What follows belongs to an exercise in optimizing a design on an open flow for a short achievable clock period and few clock cycles; a production flow would make more cautious choices. Function was checked by simulation only, so behaviour that the tests miss may differ from the original. The clock port is modelled as an ideal driver; clocking choices that lean on that would not hold on a real chip.

==> flow/design.v (excerpt) <==
module alu_issue
#(
   parameter int NUM_REGS = 32
) (
   input  logic        clk,
   input  logic        rst,
   input  logic        in_valid,
   output logic        in_ready,
   input  logic [31:0] in_instr,
   output logic        alu_ce,
   output logic [2:0]  alu_op,
   output logic [31:0] alu_operand1,
   output logic [31:0] alu_operand2,
   input  logic [31:0] alu_result,
   output logic        retire,
   output logic        illegal,
   input  logic [4:0]  dbg_rd_addr,
   output logic [31:0] dbg_rd_data
);
For scale: ~1,100 flip-flops, ~0.063 mm² of cells after synthesis.
==> flow/config.mk <==
export PLATFORM = sky130hd
export DESIGN_NAME = alu_issue
export DESIGN_NICKNAME = alu_issue
export VERILOG_FILES = /design/flow/design.v
export SDC_FILE = /design/flow/constraint.sdc
export NUM_CORES = 4
export LEC_CHECK = 0
export CAP_MARGIN = 20
export CORE_MARGIN = 2
export CORE_UTILIZATION = 40
export SETUP_SLACK_MARGIN = 1.5
export SLEW_MARGIN = 20
==> flow/constraint.sdc <==
create_clock -name core_clock -period 5.0 [get_ports {clk}]
set_input_delay 1.0000 -clock core_clock [delete_from_list [all_inputs] [get_ports {clk}]]
set_output_delay 1.0000 -clock core_clock [all_outputs]
set_load 0.01 [all_outputs]
standard.sh (not shown) runs the stock make flow with config.mk's settings and CLKGATE_MAP_FILE= SYNTH_SCRIPT=/design/flow/synth_recipe.tcl, a recipe that flattens the netlist after the stock synthesis.
==> flow/flow/run.sh <==
#!/bin/bash
# Standard layout, plus an extra sizing pass on the debug-read outputs after CTS
# (flow/post_cts.tcl). Make's output goes to standard.log; each ORFS step keeps its own
# log under orfs/logs/.
set -euo pipefail
here=$(pwd)
bash standard.sh POST_CTS_TCL="$here/flow/post_cts.tcl" finish > "$here/standard.log" 2>&1
==> flow/flow/post_cts.tcl <==
# Runs at the end of ORFS's CTS step (POST_CTS_TCL), with the design and its placement
# parasitics loaded. The 32 debug-read outputs are near-critical at once, so repair_timing,
# which works on the worst path, leaves their last gates at minimum size. Upsize each
# output's port buffer and the gate that drives it, then repair and legalize again.

proc post_cts_driver_of {pin} {
  set net [get_nets -of_objects $pin]
  foreach p [get_pins -of_objects $net -filter "direction==output"] {
    return [get_cells -of_objects $p]
  }
  return ""
}

proc post_cts_upsize {inst target} {
  set cur [get_property $inst ref_name]
  if {[regexp {^(sky130_fd_sc_hd__[a-z0-9]+)_([0-9]+)$} $cur -> base sz]} {
    set want ${base}_$target
    if {$want ne $cur && [llength [get_lib_cells -quiet */$want]] > 0} {
      replace_cell $inst $want
      return 1
    }
  }
  return 0
}

set n 0
foreach port [get_ports dbg_rd_data*] {
  set net [get_nets [get_name $port]]
  set ob [get_cells -of_objects [get_pins -of_objects $net -filter "direction==output"]]
  incr n [post_cts_upsize $ob 8]
  set t [post_cts_driver_of [get_pins -of_objects $ob -filter "direction==input"]]
  if {$t ne ""} { incr n [post_cts_upsize $t 4] }
}
puts "post_cts: upsized $n cells on the debug-read outputs"

estimate_parasitics -placement
report_worst_slack
repair_timing_helper
detailed_placement
check_placement -verbose
estimate_parasitics -placement
report_worst_slack
The first run produced a clean layout.
Testbench counts at the start, summed over its fixed seeds: cycles 24,032.
Change:
==> flow/run.sh (new file) <==
#!/bin/bash
# synth_recipe.tcl (not shown) runs the flow's synth.tcl, then flattens the netlist and writes it again
# the make line also repeats each setting of config.mk as NAME=value (left out here)
make -C /OpenROAD-flow-scripts/flow DESIGN_CONFIG=/design/flow/config.mk WORK_HOME=/design/flow/orfs CLKGATE_MAP_FILE= SYNTH_SCRIPT=/design/flow/synth_recipe.tcl finish
Settings changed: CORE_UTILIZATION 40 to 35.
removed: flow/flow/run.sh
removed: flow/flow/post_cts.tcl
removed: flow/standard.sh
The new run passed the timing, design-rule and antenna checks.
Area after synthesis does not change.
Setup slack is worse by 0.30 ns.
Clock-buffer cell count falls by 2.
Die area rose by 14%.
Wire length decreases by 1.8%.
Design area went down by 1.4%.
Clock skew rises by 0.015 ns.
First-iteration DRC count went up by 2.4%.
Cell count goes up by 2.9%.
Change:
Settings changed: CORE_UTILIZATION 35 to 45.
Effect:
- The changed run finished clean
- die area goes down by about a fifth
- cell area hardly moves
- first-iteration DRC count falls by a few percent
- hold slack is about the same
- sequential share of layout area is about the same
- global-route usage rose by 13 points
- routed wire length rose by a few percent
- cell count went down by a few percent

[separate check: timing with driven ports]
No port has a modelled driver above. Below, the same layouts with a new extraction and two added sets of constraints. Step 1: set_driving_cell puts a clkbuf_16 on clk and a buf_2 on each other input, an assumption about the parent block. Step 2, shift: input delay + t, output delay - t, t = (earliest + latest rising clock arrival at the registers) / 2. This alone moves slack from input paths to output paths. Three values: ideal ports, drivers, drivers and shift; two values: the first two.
| run | t, ns | setup WS [ns] | worst hold slack (ns) | worst setup path after step 2 | clock arrival spread, ns |
|---|---|---|---|---|---|
| the first run | 0.875 | 1.173 / 0.831 / 0.353 | 0.413 / 0.413 / 0.413 | input to register | 0.039 / 0.039 |
| the second run | 0.869 | 0.876 / 0.791 / 0.606 | 0.411 / 0.411 / 0.411 | input to register | 0.050 / 0.049 |
| the third run | 0.903 | 1.121 / 0.684 / 0.286 | 0.413 / 0.413 / 0.413 | input to register | 0.025 / 0.025 |
After both steps setup and hold are still met in every run listed. The setup slack of the third run, which loses most, moves by -0.437 ns with the drivers and by -0.835 ns with both steps.
